From an optimization exercise on the open Yosys and OpenROAD flow, aimed at small area; shortcuts taken in it are not production practice.
Function was checked by simulation only, so behaviour that the tests miss may differ from the original.
Power figures rest on the tool's default switching activity, not on a simulated workload. No driver is modelled on the clock port, so clocking that relies on it looks cheaper here than on a real chip.

==> job 2810 <==
==> flow/design.v <==
package sram_pkg;
  localparam int BYTE_W = 8;
endpackage
module sram_1r1w_be_clr
#(
  parameter int                DATA_W  = 64,
  parameter int                DEPTH   = 64,
  parameter int                ADDR_W  = $clog2(DEPTH),
  parameter int                RD_LAT  = 1,
  parameter logic [DATA_W-1:0] CLR_VAL = '0
) (
  input  logic                       clk,
  input  logic                       rst_n,
  input  logic                       clr_req,
  output logic                       clr_busy,
  input  logic                       wr_en,
  input  logic [ADDR_W-1:0]          wr_addr,
  input  logic [DATA_W/8-1:0]        wr_be,
  input  logic [DATA_W-1:0]          wr_data,
  input  logic                       rd_en,
  input  logic [ADDR_W-1:0]          rd_addr,
  output logic                       rd_valid,
  output logic [DATA_W-1:0]          rd_data
);
  localparam int NB = DATA_W / 8;
  logic              busy;
  logic [ADDR_W-1:0] clr_ptr;
  logic              ph;
  always_ff @(posedge clk or negedge rst_n) begin
    if (!rst_n) begin
      busy    <= 1'b1;
      clr_ptr <= '0;
      ph      <= 1'b0;
    end else begin
      ph <= ~ph;
      if (busy) begin
        clr_ptr <= clr_ptr + ADDR_W'(1);
        if (clr_ptr == ADDR_W'(DEPTH - 1)) busy <= 1'b0;
      end else if (clr_req) begin
        busy <= 1'b1;
      end
    end
  end
  assign clr_busy = busy;
  logic [ADDR_W-1:0] wa;
  logic              we;
  logic [NB-1:0]     wbe;
  logic [DATA_W-1:0] wcol;
  assign wa  = busy ? clr_ptr : wr_addr;
  assign we  = busy | wr_en;
  assign wbe = busy ? {NB{1'b1}} : wr_be;
  for (genvar c = 0; c < DATA_W; c++) begin : g_wcol
    assign wcol[c] = busy ? (CLR_VAL[c] ^ ph) : (wr_be[c/8] ? (wr_data[c] ^ ph) : 1'b1);
  end
  logic [DATA_W-1:0] mem [DEPTH];
  for (genvar r = 0; r < DEPTH; r++) begin : g_row
    logic              keep;
    logic [DATA_W-1:0] q, d;
    assign keep = ~(we && (wa == ADDR_W'(r)));
    for (genvar b = 0; b < NB; b++) begin : g_byte
      logic ld;
      assign ld = ~keep & wbe[b];
      for (genvar i = 0; i < 8; i++) begin : g_bit
        sram_oai22 u_cell (.a1(q[8*b+i]), .a2(ld), .b1(wcol[8*b+i]), .b2(keep), .y(d[8*b+i]));
      end
    end
    always_ff @(posedge clk) q <= d;
    assign mem[r] = q;
  end
  logic              rv_q;
  logic [DATA_W-1:0] rd_q;
  logic [NB-1:0]     byp;
  always_ff @(posedge clk or negedge rst_n) begin
    if (!rst_n) rv_q <= 1'b0;
    else        rv_q <= rd_en & ~busy;
  end
  for (genvar b = 0; b < NB; b++) begin : g_byp
    assign byp[b] = wr_en & ~busy & (wr_addr == rd_addr) & wr_be[b];
  end
  logic [DEPTH-1:0] sel_n;
  for (genvar r = 0; r < DEPTH; r++) begin : g_sel
    assign sel_n[r] = ~(rd_addr == ADDR_W'(r));
  end
  logic [DATA_W-1:0] rd_word;
  for (genvar c = 0; c < DATA_W; c++) begin : g_rcol
    logic [DEPTH/2-1:0] h;    
    for (genvar k = 0; k < DEPTH/2; k++) begin : g_l1
      sram_oai22 u_oai (.a1(mem[2*k][c]), .a2(sel_n[2*k]), .b1(mem[2*k+1][c]), .b2(sel_n[2*k+1]), .y(h[k]));
    end
    sram_rd_col u_col (.h(h), .ph(ph), .byp(byp[c/8]), .wd(wr_data[c]), .y(rd_word[c]));
  end
  always_ff @(posedge clk) rd_q <= rd_word;
  assign rd_valid = rv_q;
  assign rd_data  = rd_q;
endmodule
module sram_oai22 (
  input  logic a1, a2, b1, b2,
  output logic y
);
  assign y = ~((a1 | a2) & (b1 | b2));
endmodule
module sram_rd_col #(
  parameter int N = 32
) (
  input  logic [N-1:0] h,
  input  logic         ph,
  input  logic         byp,
  input  logic         wd,
  output logic         y
);
  assign y = byp ? wd : (~(|h) ^ ph);
endmodule
==> flow/run.sh <==
#!/bin/bash
# synth_recipe.tcl (not shown) runs the flow's synth.tcl, then flattens the netlist and writes it again
# the make line also repeats each setting of config.mk as NAME=value (left out here)
make -C /OpenROAD-flow-scripts/flow DESIGN_CONFIG=/design/flow/config.mk WORK_HOME=/design/flow/orfs CLKGATE_MAP_FILE= SYNTH_SCRIPT=/design/flow/synth_recipe.tcl finish
==> flow/config.mk <==
export PLATFORM = sky130hd
export DESIGN_NAME = sram_1r1w_be_clr
export DESIGN_NICKNAME = sram_1r1w_be_clr
export VERILOG_FILES = /design/flow/design.v
export SDC_FILE = /design/flow/constraint.sdc
export NUM_CORES = 4
export LEC_CHECK = 0
export ABC_CLOCK_PERIOD_IN_PS = 5000
export CAP_MARGIN = 20
export CORE_MARGIN = 2
export CORE_UTILIZATION = 55
export SLEW_MARGIN = 20
export SYNTH_HIERARCHICAL = 1
==> flow/constraint.sdc <==
create_clock -name core_clock -period 5.0 [get_ports {clk}]
set_input_delay 1.0000 -clock core_clock [delete_from_list [all_inputs] [get_ports {clk}]]
set_output_delay 1.0000 -clock core_clock [all_outputs]
set_load 0.01 [all_outputs]
==> inputs of job 7027, as changes to job 2810 <==
==> flow/design.v (replaced) <==
package sram_pkg;
  typedef enum logic {
    ST_IDLE  = 1'b0,
    ST_CLEAR = 1'b1
  } clr_state_e;
  localparam int BYTE_W = 8;
  function automatic logic [BYTE_W-1:0] be_merge(
    input logic [BYTE_W-1:0] old_byte,
    input logic [BYTE_W-1:0] new_byte,
    input logic              be
  );
    be_merge = be ? new_byte : old_byte;
  endfunction
endpackage
module sram_clr_seq
#(
  parameter int DEPTH  = 64,
  parameter int ADDR_W = $clog2(DEPTH)
) (
  input  logic              clk,
  input  logic              rst_n,
  input  logic              clr_req,
  output logic              clr_busy,
  output logic              clr_we,
  output logic [ADDR_W-1:0] clr_addr
);
  localparam logic [ADDR_W-1:0] LAST_ADDR = ADDR_W'(DEPTH - 1);
  sram_pkg::clr_state_e state;
  logic [ADDR_W-1:0] clr_ptr;
  always_ff @(posedge clk or negedge rst_n) begin
    if (!rst_n) begin
      state   <= sram_pkg::ST_CLEAR;
      clr_ptr <= '0;
    end else begin
      case (state)
        sram_pkg::ST_CLEAR: begin
          if (clr_ptr == LAST_ADDR) begin
            state   <= sram_pkg::ST_IDLE;
            clr_ptr <= '0;
          end else begin
            clr_ptr <= clr_ptr + ADDR_W'(1);
          end
        end
        default: begin
          if (clr_req) begin
            state   <= sram_pkg::ST_CLEAR;
            clr_ptr <= '0;
          end
        end
      endcase
    end
  end
  assign clr_busy = (state == sram_pkg::ST_CLEAR);
  assign clr_we   = (state == sram_pkg::ST_CLEAR);
  assign clr_addr = clr_ptr;
endmodule
module sram_1r1w_be_clr
#(
  parameter int                DATA_W  = 64,
  parameter int                DEPTH   = 64,
  parameter int                ADDR_W  = $clog2(DEPTH),
  parameter int                RD_LAT  = 1,
  parameter logic [DATA_W-1:0] CLR_VAL = '0
) (
  input  logic                       clk,
  input  logic                       rst_n,
  input  logic                       clr_req,
  output logic                       clr_busy,
  input  logic                       wr_en,
  input  logic [ADDR_W-1:0]          wr_addr,
  input  logic [DATA_W/sram_pkg::BYTE_W-1:0]   wr_be,
  input  logic [DATA_W-1:0]          wr_data,
  input  logic                       rd_en,
  input  logic [ADDR_W-1:0]          rd_addr,
  output logic                       rd_valid,
  output logic [DATA_W-1:0]          rd_data
);
  localparam int                NB      = DATA_W / sram_pkg::BYTE_W;
  localparam logic [ADDR_W:0]   DEPTH_L = (ADDR_W + 1)'(DEPTH);
  logic              clr_we;
  logic [ADDR_W-1:0] clr_addr;
  sram_clr_seq #(
    .DEPTH  (DEPTH),
    .ADDR_W (ADDR_W)
  ) u_clr_seq (
    .clk      (clk),
    .rst_n    (rst_n),
    .clr_req  (clr_req),
    .clr_busy (clr_busy),
    .clr_we   (clr_we),
    .clr_addr (clr_addr)
  );
  logic wr_in_range, rd_in_range, wr_fire, rd_fire, bypass;
  assign wr_in_range = ({1'b0, wr_addr} < DEPTH_L);
  assign rd_in_range = ({1'b0, rd_addr} < DEPTH_L);
  assign wr_fire     = wr_en && !clr_busy && wr_in_range;
  assign rd_fire     = rd_en && !clr_busy;
  assign bypass      = wr_fire && (wr_addr == rd_addr);
  logic [DATA_W-1:0] mem [DEPTH];
  always_ff @(posedge clk) begin
    if (clr_we) begin
      mem[clr_addr] <= CLR_VAL;
    end else if (wr_fire) begin
      for (int i = 0; i < NB; i++) begin
        if (wr_be[i]) mem[wr_addr][i*sram_pkg::BYTE_W +: sram_pkg::BYTE_W] <= wr_data[i*sram_pkg::BYTE_W +: sram_pkg::BYTE_W];
      end
    end
  end
  logic [DATA_W-1:0] rd_word;
  always_comb begin
    rd_word = CLR_VAL;
    if (rd_in_range) begin
      rd_word = mem[rd_addr];
      if (bypass) begin
        for (int i = 0; i < NB; i++) begin
          rd_word[i*sram_pkg::BYTE_W +: sram_pkg::BYTE_W] = sram_pkg::be_merge(mem[rd_addr][i*sram_pkg::BYTE_W +: sram_pkg::BYTE_W],
                                                 wr_data[i*sram_pkg::BYTE_W +: sram_pkg::BYTE_W], wr_be[i]);
        end
      end
    end
  end
  logic              s1_valid;
  logic [DATA_W-1:0] s1_data;
  always_ff @(posedge clk or negedge rst_n) begin
    if (!rst_n) begin
      s1_valid <= 1'b0;
      s1_data  <= '0;
    end else begin
      s1_valid <= rd_fire;
      if (rd_fire) s1_data <= rd_word;
    end
  end
  if (RD_LAT == 2) begin : g_lat2
    logic              s2_valid;
    logic [DATA_W-1:0] s2_data;
    always_ff @(posedge clk or negedge rst_n) begin
      if (!rst_n) begin
        s2_valid <= 1'b0;
        s2_data  <= '0;
      end else begin
        s2_valid <= s1_valid;
        if (s1_valid) s2_data <= s1_data;
      end
    end
    assign rd_valid = s2_valid;
    assign rd_data  = s2_data;
  end else begin : g_lat1
    assign rd_valid = s1_valid;
    assign rd_data  = s1_data;
  end
endmodule
--- a/flow/config.mk
+++ b/flow/config.mk
@@ -6,8 +6,6 @@
 export NUM_CORES = 4
 export LEC_CHECK = 0
-export ABC_CLOCK_PERIOD_IN_PS = 5000
 export CAP_MARGIN = 20
 export CORE_MARGIN = 2
-export CORE_UTILIZATION = 55
+export CORE_UTILIZATION = 40
 export SLEW_MARGIN = 20
-export SYNTH_HIERARCHICAL = 1
==> summary.log <==
INFO  critical_path  worst_path_largest_cell_delay=0.79ns
INFO  logic_synthesis synth_top_family_by_area=multiplexers
INFO  critical_path  startpoint=wr_be[3]
INFO  status         run_status=complete, no violations
INFO  route          drtPass1Iterations=8
INFO  placed_design  post_place_setup_slack=-0.418ns
INFO  final_layout   nonClockInverterCount=2
the above is filed under job 7027

==> summary.log <==
INFO  placed_design  post_place_setup_slack=-0.368ns
INFO  final_layout   flow.area_growth_from_synthesis=22.1%
INFO  critical_path  worst_path_largest_cell_delay=0.86ns
INFO  flow_run       max_cap_violations=0
INFO  final_layout   share_of_the_final_layout_cell_area_in_multi_input_gates=0.317
INFO  route          drtPass1Iterations=9
INFO  global_routing globalRouteMet3Util=0.165
INFO  pwr            net_switching_fraction_of_the_power=0.322
INFO  critical_path  critPathLaunchType=primary input
INFO  final_layout   post_layout_nonfiller_instances=17,089
INFO  status         run_status=complete, no violations
the above is filed under job 2810


* * *

==> inputs of run a <==
sram_1r1w_be_clr, a different RTL version from the one above (not shown whole).
==> module sram_1r1w_be_clr, before the edit <==
module sram_1r1w_be_clr
#(
  parameter int                DATA_W  = 64,
  parameter int                DEPTH   = 64,
  parameter int                ADDR_W  = $clog2(DEPTH),
  parameter int                RD_LAT  = 1,
  parameter logic [DATA_W-1:0] CLR_VAL = '0
) (
  input  logic                       clk,
  input  logic                       rst_n,
  input  logic                       clr_req,
  output logic                       clr_busy,
  input  logic                       wr_en,
  input  logic [ADDR_W-1:0]          wr_addr,
  input  logic [DATA_W/8-1:0]        wr_be,
  input  logic [DATA_W-1:0]          wr_data,
  input  logic                       rd_en,
  input  logic [ADDR_W-1:0]          rd_addr,
  output logic                       rd_valid,
  output logic [DATA_W-1:0]          rd_data
);
  localparam int NB = DATA_W / 8;
  logic              busy;
  logic [ADDR_W-1:0] clr_ptr;
  logic              ph;
  always_ff @(posedge clk or negedge rst_n) begin
    if (!rst_n) begin
      busy    <= 1'b1;
      clr_ptr <= '0;
      ph      <= 1'b0;
    end else begin
      ph <= ~ph;
      if (busy) begin
        clr_ptr <= clr_ptr + ADDR_W'(1);
        if (clr_ptr == ADDR_W'(DEPTH - 1)) busy <= 1'b0;
      end else if (clr_req) begin
        busy <= 1'b1;
      end
    end
  end
  assign clr_busy = busy;
  logic [ADDR_W-1:0] wa;
  logic              we;
  logic [NB-1:0]     wbe_n;
  logic [DATA_W-1:0] wcol;
  logic [7:0]        whi, wlo;
  assign wa    = busy ? clr_ptr : wr_addr;
  assign we    = busy | wr_en;
  assign wbe_n = ~(wr_be | {NB{busy}});
  for (genvar i = 0; i < 8; i++) begin : g_wdec
    assign whi[i] = we & (wa[5:3] == 3'(i));
    assign wlo[i] = (wa[2:0] == 3'(i));
  end
  for (genvar c = 0; c < DATA_W; c++) begin : g_wcol
    assign wcol[c] = busy ? (CLR_VAL[c] ^ ph) : (wr_be[c/8] ? (wr_data[c] ^ ph) : 1'b1);
  end
  logic [DATA_W-1:0] mem [DEPTH];
  for (genvar r = 0; r < DEPTH; r++) begin : g_row
    logic              keep;
    logic [DATA_W-1:0] q, d;
    sram_nand2 u_keep (.a(whi[r/8]), .b(wlo[r%8]), .y(keep));
    for (genvar b = 0; b < NB; b++) begin : g_byte
      logic ld;
      sram_nor2 u_ld (.a(keep), .b(wbe_n[b]), .y(ld));
      for (genvar i = 0; i < 8; i++) begin : g_bit
        sram_oai22 u_cell (.a1(q[8*b+i]), .a2(ld), .b1(wcol[8*b+i]), .b2(keep), .y(d[8*b+i]));
      end
    end
    always_ff @(posedge clk) q <= d;
    assign mem[r] = q;
  end
  logic              rv_q;
  logic [DATA_W-1:0] rd_q;
  logic [NB-1:0]     byp;
  always_ff @(posedge clk or negedge rst_n) begin
    if (!rst_n) rv_q <= 1'b0;
    else        rv_q <= rd_en & ~busy;
  end
  for (genvar b = 0; b < NB; b++) begin : g_byp
    assign byp[b] = wr_en & ~busy & (wr_addr == rd_addr) & wr_be[b];
  end
  logic [7:0]       rhi, rlo;
  logic [DEPTH-1:0] sel_n;
  for (genvar i = 0; i < 8; i++) begin : g_rdec
    assign rhi[i] = (rd_addr[5:3] == 3'(i));
    assign rlo[i] = (rd_addr[2:0] == 3'(i));
  end
  for (genvar r = 0; r < DEPTH; r++) begin : g_sel
    sram_nand2 u_sel (.a(rhi[r/8]), .b(rlo[r%8]), .y(sel_n[r]));
  end
  logic [DATA_W-1:0] rd_word;
  for (genvar c = 0; c < DATA_W; c++) begin : g_rcol
    logic [DEPTH/2-1:0] h;    
    for (genvar k = 0; k < DEPTH/2; k++) begin : g_l1
      sram_oai22 u_oai (.a1(mem[2*k][c]), .a2(sel_n[2*k]), .b1(mem[2*k+1][c]), .b2(sel_n[2*k+1]), .y(h[k]));
    end
    sram_rd_col u_col (.h(h), .ph(ph), .byp(byp[c/8]), .wd(wr_data[c]), .y(rd_word[c]));
  end
  always_ff @(posedge clk) rd_q <= rd_word;
  assign rd_valid = rv_q;
  assign rd_data  = rd_q;
endmodule
==> module sram_rd_col, before the edit <==
module sram_rd_col #(
  parameter int N = 32
) (
  input  logic [N-1:0] h,
  input  logic         ph,
  input  logic         byp,
  input  logic         wd,
  output logic         y
);
  assign y = byp ? wd : (~(|h) ^ ph);
endmodule
==> module sram_nand2, before the edit <==
module sram_nand2 (
  input  logic a, b,
  output logic y
);
  assign y = ~(a & b);
endmodule
==> module sram_nor2, before the edit <==
module sram_nor2 (
  input  logic a, b,
  output logic y
);
  assign y = ~(a | b);
endmodule
==> flow/config.mk <==
export PLATFORM = sky130hd
export DESIGN_NAME = sram_1r1w_be_clr
export DESIGN_NICKNAME = sram_1r1w_be_clr
export VERILOG_FILES = /design/flow/design.v
export SDC_FILE = /design/flow/constraint.sdc
export NUM_CORES = 4
export LEC_CHECK = 0
export ABC_CLOCK_PERIOD_IN_PS = 5000
export CAP_MARGIN = 10
export CORE_MARGIN = 2
export CORE_UTILIZATION = 68
export PLACE_DENSITY = 0.78
export SLEW_MARGIN = 10
export SYNTH_HIERARCHICAL = 1
==> flow/constraint.sdc <==
create_clock -name core_clock -period 5.0 [get_ports {clk}]
set_input_delay 1.0000 -clock core_clock [delete_from_list [all_inputs] [get_ports {clk}]]
set_output_delay 1.0000 -clock core_clock [all_outputs]
set_load 0.01 [all_outputs]
standard.sh (not shown) runs the stock make flow with config.mk's settings and CLKGATE_MAP_FILE= SYNTH_SCRIPT=/design/flow/synth_recipe.tcl, a recipe that flattens the netlist after the stock synthesis.
==> flow/flow/run.sh <==
#!/bin/bash
# Layout flow: the standard ORFS flow (standard.sh, unchanged synthesis),
# with these changes to how the layout is built:
#  - clock tree synthesis with larger sink clusters and no dummy loads;
#  - port buffers of the smallest buffer cell.
# Each run's full output goes to a log file in the work folder; ORFS also keeps
# its per-step logs under orfs/logs/.
set -euo pipefail
export CTS_ARGS="-sink_clustering_enable -repair_clock_nets -dont_use_dummy_load -sink_clustering_size 30 -sink_clustering_max_diameter 90"
export BUFFER_PORTS_ARGS="-buffer_cell sky130_fd_sc_hd__buf_2"
bash standard.sh synth > flow_synth.log 2>&1
bash standard.sh > flow_layout.log 2>&1
==> run b (differences from run a) <==
--- a/flow/design.v
+++ b/flow/design.v
@@ -72,3 +72,3 @@
     always_ff @(posedge clk) q <= d;
-    assign mem[r] = q;
+    assign mem[r] = d;
   end
@@ -76,3 +76,2 @@
   logic [DATA_W-1:0] rd_q;
-  logic [NB-1:0]     byp;
   always_ff @(posedge clk or negedge rst_n) begin
@@ -80,5 +79,2 @@
     else        rv_q <= rd_en & ~busy;
-  end
-  for (genvar b = 0; b < NB; b++) begin : g_byp
-    assign byp[b] = wr_en & ~busy & (wr_addr == rd_addr) & wr_be[b];
   end
@@ -99,3 +95,3 @@
     end
-    sram_rd_col u_col (.h(h), .ph(ph), .byp(byp[c/8]), .wd(wr_data[c]), .y(rd_word[c]));
+    sram_rd_col u_col (.h(h), .ph(ph), .y(rd_word[c]));
   end
@@ -128,7 +124,5 @@
   input  logic         ph,
-  input  logic         byp,
-  input  logic         wd,
   output logic         y
 );
-  assign y = byp ? wd : (~(|h) ^ ph);
+  assign y = (|h) ^ ph;
 endmodule
--- a/flow/flow/run.sh
+++ b/flow/flow/run.sh
@@ -8,3 +8,3 @@
 set -euo pipefail
-export CTS_ARGS="-sink_clustering_enable -repair_clock_nets -dont_use_dummy_load -sink_clustering_size 30 -sink_clustering_max_diameter 90"
+export CTS_ARGS="-sink_clustering_enable -repair_clock_nets -dont_use_dummy_load -sink_clustering_size 28 -sink_clustering_max_diameter 100"
 export BUFFER_PORTS_ARGS="-buffer_cell sky130_fd_sc_hd__buf_2"
--- a/flow/config.mk
+++ b/flow/config.mk
@@ -8,7 +8,7 @@
 export ABC_CLOCK_PERIOD_IN_PS = 5000
-export CAP_MARGIN = 10
+export CAP_MARGIN = 5
 export CORE_MARGIN = 2
-export CORE_UTILIZATION = 68
-export PLACE_DENSITY = 0.78
-export SLEW_MARGIN = 10
+export CORE_UTILIZATION = 65
+export PLACE_DENSITY = 0.75
+export SLEW_MARGIN = 5
 export SYNTH_HIERARCHICAL = 1
==> run c (differences from run a) <==
==> flow/design.v, changed modules only <==
module sram_1r1w_be_clr
#(
  parameter int                DATA_W  = 64,
  parameter int                DEPTH   = 64,
  parameter int                ADDR_W  = $clog2(DEPTH),
  parameter int                RD_LAT  = 1,
  parameter logic [DATA_W-1:0] CLR_VAL = '0
) (
  input  logic                       clk,
  input  logic                       rst_n,
  input  logic                       clr_req,
  output logic                       clr_busy,
  input  logic                       wr_en,
  input  logic [ADDR_W-1:0]          wr_addr,
  input  logic [DATA_W/8-1:0]        wr_be,
  input  logic [DATA_W-1:0]          wr_data,
  input  logic                       rd_en,
  input  logic [ADDR_W-1:0]          rd_addr,
  output logic                       rd_valid,
  output logic [DATA_W-1:0]          rd_data
);
  localparam int NB = DATA_W / 8;
  logic              busy;
  logic [ADDR_W-1:0] clr_ptr;
  logic              ph;
  always_ff @(posedge clk or negedge rst_n) begin
    if (!rst_n) begin
      busy    <= 1'b1;
      clr_ptr <= '0;
      ph      <= 1'b0;
    end else begin
      ph <= ~ph;
      if (busy) begin
        clr_ptr <= clr_ptr + ADDR_W'(1);
        if (clr_ptr == ADDR_W'(DEPTH - 1)) busy <= 1'b0;
      end else if (clr_req) begin
        busy <= 1'b1;
      end
    end
  end
  assign clr_busy = busy;
  logic [ADDR_W-1:0] wa;
  logic              we;
  logic [NB-1:0]     wbe;
  logic [DATA_W-1:0] wcol;
  assign wa  = busy ? clr_ptr : wr_addr;
  assign we  = busy | wr_en;
  assign wbe = busy ? {NB{1'b1}} : wr_be;
  for (genvar c = 0; c < DATA_W; c++) begin : g_wcol
    assign wcol[c] = busy ? (CLR_VAL[c] ^ ph) : (wr_be[c/8] ? (wr_data[c] ^ ph) : 1'b1);
  end
  logic [DATA_W-1:0] mem [DEPTH];
  for (genvar r = 0; r < DEPTH; r++) begin : g_row
    logic              keep;
    logic [DATA_W-1:0] q, d;
    assign keep = ~(we && (wa == ADDR_W'(r)));
    for (genvar b = 0; b < NB; b++) begin : g_byte
      logic ld;
      assign ld = ~keep & wbe[b];
      for (genvar i = 0; i < 8; i++) begin : g_bit
        sram_oai22 u_cell (.a1(q[8*b+i]), .a2(ld), .b1(wcol[8*b+i]), .b2(keep), .y(d[8*b+i]));
      end
    end
    always_ff @(posedge clk) q <= d;
    assign mem[r] = q;
  end
  logic [ADDR_W-1:0] ra_q;
  logic              rv_q;
  always_ff @(posedge clk) ra_q <= rd_addr;
  always_ff @(posedge clk or negedge rst_n) begin
    if (!rst_n) rv_q <= 1'b0;
    else        rv_q <= rd_en & ~busy;
  end
  logic [DEPTH-1:0] sel_n;
  for (genvar r = 0; r < DEPTH; r++) begin : g_sel
    assign sel_n[r] = ~(ra_q == ADDR_W'(r));
  end
  for (genvar c = 0; c < DATA_W; c++) begin : g_rcol
    logic [DEPTH/2-1:0] h;    
    for (genvar k = 0; k < DEPTH/2; k++) begin : g_l1
      sram_oai22 u_oai (.a1(mem[2*k][c]), .a2(sel_n[2*k]), .b1(mem[2*k+1][c]), .b2(sel_n[2*k+1]), .y(h[k]));
    end
    sram_rd_or u_or (.h(h), .ph(ph), .y(rd_data[c]));
  end
  assign rd_valid = rv_q;
endmodule
module sram_rd_or #(
  parameter int N = 32
) (
  input  logic [N-1:0] h,
  input  logic         ph,
  output logic         y
);
  assign y = ~(|h) ^ ph;
endmodule
// module sram_nand2 removed
// module sram_nor2 removed
// module sram_rd_col removed
==> flow/run.sh (new file) <==
#!/bin/bash
# synth_recipe.tcl (not shown) runs the flow's synth.tcl, then flattens the netlist and writes it again
# the make line also repeats each setting of config.mk as NAME=value (left out here)
make -C /OpenROAD-flow-scripts/flow DESIGN_CONFIG=/design/flow/config.mk WORK_HOME=/design/flow/orfs CLKGATE_MAP_FILE= SYNTH_SCRIPT=/design/flow/synth_recipe.tcl finish
--- a/flow/config.mk
+++ b/flow/config.mk
@@ -8,7 +8,8 @@
 export ABC_CLOCK_PERIOD_IN_PS = 5000
-export CAP_MARGIN = 10
+export CAP_MARGIN = 20
 export CORE_MARGIN = 2
-export CORE_UTILIZATION = 68
-export PLACE_DENSITY = 0.78
-export SLEW_MARGIN = 10
+export CORE_UTILIZATION = 40
+export CTS_BUF_LIST = sky130_fd_sc_hd__clkbuf_4 sky130_fd_sc_hd__clkbuf_8
+export CTS_CLUSTER_SIZE = 30
+export SLEW_MARGIN = 20
 export SYNTH_HIERARCHICAL = 1
removed: flow/flow/run.sh
removed: flow/standard.sh
==> run d (differences from run a) <==
==> flow/design.v, changed modules only <==
module sram_1r1w_be_clr
#(
  parameter int                DATA_W  = 64,
  parameter int                DEPTH   = 64,
  parameter int                ADDR_W  = $clog2(DEPTH),
  parameter int                RD_LAT  = 1,
  parameter logic [DATA_W-1:0] CLR_VAL = '0
) (
  input  logic                       clk,
  input  logic                       rst_n,
  input  logic                       clr_req,
  output logic                       clr_busy,
  input  logic                       wr_en,
  input  logic [ADDR_W-1:0]          wr_addr,
  input  logic [DATA_W/8-1:0]        wr_be,
  input  logic [DATA_W-1:0]          wr_data,
  input  logic                       rd_en,
  input  logic [ADDR_W-1:0]          rd_addr,
  output logic                       rd_valid,
  output logic [DATA_W-1:0]          rd_data
);
  localparam int NB = DATA_W / 8;
  logic              busy;
  logic [ADDR_W-1:0] clr_ptr;
  logic              ph;
  always_ff @(posedge clk or negedge rst_n) begin
    if (!rst_n) begin
      busy    <= 1'b1;
      clr_ptr <= '0;
      ph      <= 1'b0;
    end else begin
      ph <= ~ph;
      if (busy) begin
        clr_ptr <= clr_ptr + ADDR_W'(1);
        if (clr_ptr == ADDR_W'(DEPTH - 1)) busy <= 1'b0;
      end else if (clr_req) begin
        busy <= 1'b1;
      end
    end
  end
  assign clr_busy = busy;
  logic [ADDR_W-1:0] wa;
  logic              we;
  logic [NB-1:0]     wbe;
  logic [DATA_W-1:0] wcol;
  assign wa  = busy ? clr_ptr : wr_addr;
  assign we  = busy | wr_en;
  assign wbe = busy ? {NB{1'b1}} : wr_be;
  for (genvar c = 0; c < DATA_W; c++) begin : g_wcol
    assign wcol[c] = busy ? (CLR_VAL[c] ^ ph) : (wr_be[c/8] ? (wr_data[c] ^ ph) : 1'b1);
  end
  logic [DATA_W-1:0] mem [DEPTH];
  for (genvar r = 0; r < DEPTH; r++) begin : g_row
    logic              keep;
    logic [DATA_W-1:0] q, d;
    assign keep = ~(we && (wa == ADDR_W'(r)));
    for (genvar b = 0; b < NB; b++) begin : g_byte
      logic ld;
      assign ld = ~keep & wbe[b];
      for (genvar i = 0; i < 8; i++) begin : g_bit
        sram_oai22 u_cell (.a1(q[8*b+i]), .a2(ld), .b1(wcol[8*b+i]), .b2(keep), .y(d[8*b+i]));
      end
    end
    always_ff @(posedge clk) q <= d;
    assign mem[r] = q;
  end
  logic [ADDR_W-1:0] ra_q;
  logic              rv_q;
  always_ff @(posedge clk) ra_q <= rd_addr;
  always_ff @(posedge clk or negedge rst_n) begin
    if (!rst_n) rv_q <= 1'b0;
    else        rv_q <= rd_en & ~busy;
  end
  logic [DEPTH-1:0] sel_n;
  for (genvar r = 0; r < DEPTH; r++) begin : g_sel
    assign sel_n[r] = ~(ra_q == ADDR_W'(r));
  end
  for (genvar c = 0; c < DATA_W; c++) begin : g_rcol
    logic [DEPTH/2-1:0] h;    
    for (genvar k = 0; k < DEPTH/2; k++) begin : g_l1
      sram_oai22 u_oai (.a1(mem[2*k][c]), .a2(sel_n[2*k]), .b1(mem[2*k+1][c]), .b2(sel_n[2*k+1]), .y(h[k]));
    end
    sram_rd_or u_or (.h(h), .ph(ph), .y(rd_data[c]));
  end
  assign rd_valid = rv_q;
endmodule
module sram_rd_or #(
  parameter int N = 32
) (
  input  logic [N-1:0] h,
  input  logic         ph,
  output logic         y
);
  assign y = ~(|h) ^ ph;
endmodule
// module sram_nand2 removed
// module sram_nor2 removed
// module sram_rd_col removed
==> flow/run.sh (new file) <==
#!/bin/bash
# synth_recipe.tcl (not shown) runs the flow's synth.tcl, then flattens the netlist and writes it again
# the make line also repeats each setting of config.mk as NAME=value (left out here)
make -C /OpenROAD-flow-scripts/flow DESIGN_CONFIG=/design/flow/config.mk WORK_HOME=/design/flow/orfs CLKGATE_MAP_FILE= SYNTH_SCRIPT=/design/flow/synth_recipe.tcl finish
--- a/flow/config.mk
+++ b/flow/config.mk
@@ -8,7 +8,6 @@
 export ABC_CLOCK_PERIOD_IN_PS = 5000
-export CAP_MARGIN = 10
+export CAP_MARGIN = 20
 export CORE_MARGIN = 2
-export CORE_UTILIZATION = 68
-export PLACE_DENSITY = 0.78
-export SLEW_MARGIN = 10
+export CORE_UTILIZATION = 40
+export SLEW_MARGIN = 20
 export SYNTH_HIERARCHICAL = 1
removed: flow/flow/run.sh
removed: flow/standard.sh
==> results.txt <==
The highest combinational power belongs to run c, the lowest to run a.
Run b finished but fails on negative setup slack. Run a finished with timing, DRC and antenna clean. Run c finished but fails on negative setup slack. Run d finished with negative setup slack left.
The highest final cell count belongs to run c, the lowest to run b.
Sequential share of layout area, lowest first: run c, run d, run b, run a.
Hold slack, lowest first: run c, run d, run b, run a.
Against run d, the sequential power of run b is smaller by 6.7%.
In run b the clock power is smaller than in run d, by 51%.
==> figures <==
Result of the run: run c failed layout checks; run b failed layout checks; run d failed layout checks; run a complete, no violations
Reasons for failing layout checks: run c negative setup slack; run b negative setup slack; run d negative setup slack; run a -
Final setup skew: run c 96.4 ps; run b 41.5 ps; run d 54.8 ps; run a 64.2 ps
Gates resized, CTS repair: run c 1278; run b 2; run d 731; run a 0
Syn Std Cell Area: run c 132000 sq um; run b 131000 sq um; run d 132000 sq um; run a 132000 sq um
Slowest cell on crit path: run c nand4_1; run b nor4_1; run d nor4_2; run a nor2_1
Total wirelength of the detailed-routed design: run c 704000 microns; run b 508000 microns; run d 661000 microns; run a 543000 microns
Clock sink total: run c 4111; run b 4169; run d 4111; run a 4169
Worst Path Max Fanout: run c 7; run b 64; run d 10; run a 43
Buf/Inv on CP: run c 7; run b 1; run d 6; run a 2
Clock distribution area overhead in the final layout: run c 8.17%; run b 2.81%; run d 8.35%; run a 2.67%
Area used by sequential logic in the layout: run c 82400 sq um; run b 83500 sq um; run d 82400 sq um; run a 83500 sq um
Area of combinational cells with multiple inputs: run c 56000 sq um; run b 49100 sq um; run d 53300 sq um; run a 50400 sq um
Met2 global-route usage: run c 57.4%; run b 68.6%; run d 55.0%; run a 73.2%

afterwards: timing with drivers on the ports:
In the flow no input, the clock included, has a driving cell. The finished layouts below were timed again as built, in two steps. Step 1 (the two cells are an assumption about what drives the block):
set clk [get_ports {clk}]
set_driving_cell -lib_cell sky130_fd_sc_hd__clkbuf_16 $clk
set_driving_cell -lib_cell sky130_fd_sc_hd__buf_2 [delete_from_list [all_inputs] $clk]
Step 2 times the ports against the registers' clock, not the clock port: input delays grow and output delays shrink by t, the midpoint of the rising clock arrivals with the driver on. a / b / c = ideal / step 1 / step 2; a / b = the first two.
| run | shift t [ns] | setup slack, ns | hold WS [ns] | worst data-port slew with drivers (ns) | pins driven straight from the clock port |
|---|---|---|---|---|---|
| job 2810 | 1.080 | 0.250 / 0.322 / -0.758 | 0.397 / 0.332 / 0.441 | 0.29 | 1 |
| job 7027 | 1.071 | 0.542 / 0.620 / -0.450 | 0.411 / 0.335 / 0.488 | 0.28 | 1 |
| run a | 0.982 | 0.901 / 0.901 / 0.083 | 0.364 / 0.285 / 0.450 | 0.13 | 1 |
| run b | 0.949 | -0.159 / -0.159 / -0.442 | 0.359 / 0.290 / 0.444 | 0.32 | 1 |
| run c | 1.361 | -0.563 / -0.664 / 0.083 | 0.054 / -0.023 / 0.442 | 0.42 | 1 |
| run d | 1.066 | -0.179 / -0.281 / 0.339 | 0.358 / 0.280 / 0.442 | 0.33 | 1 |
Met with ideal ports but missed after step 2: setup timing in job 2810 and job 7027. For job 2810, which loses most, drivers alone change the setup slack by +0.072 ns; drivers and shift together by -1.008 ns.
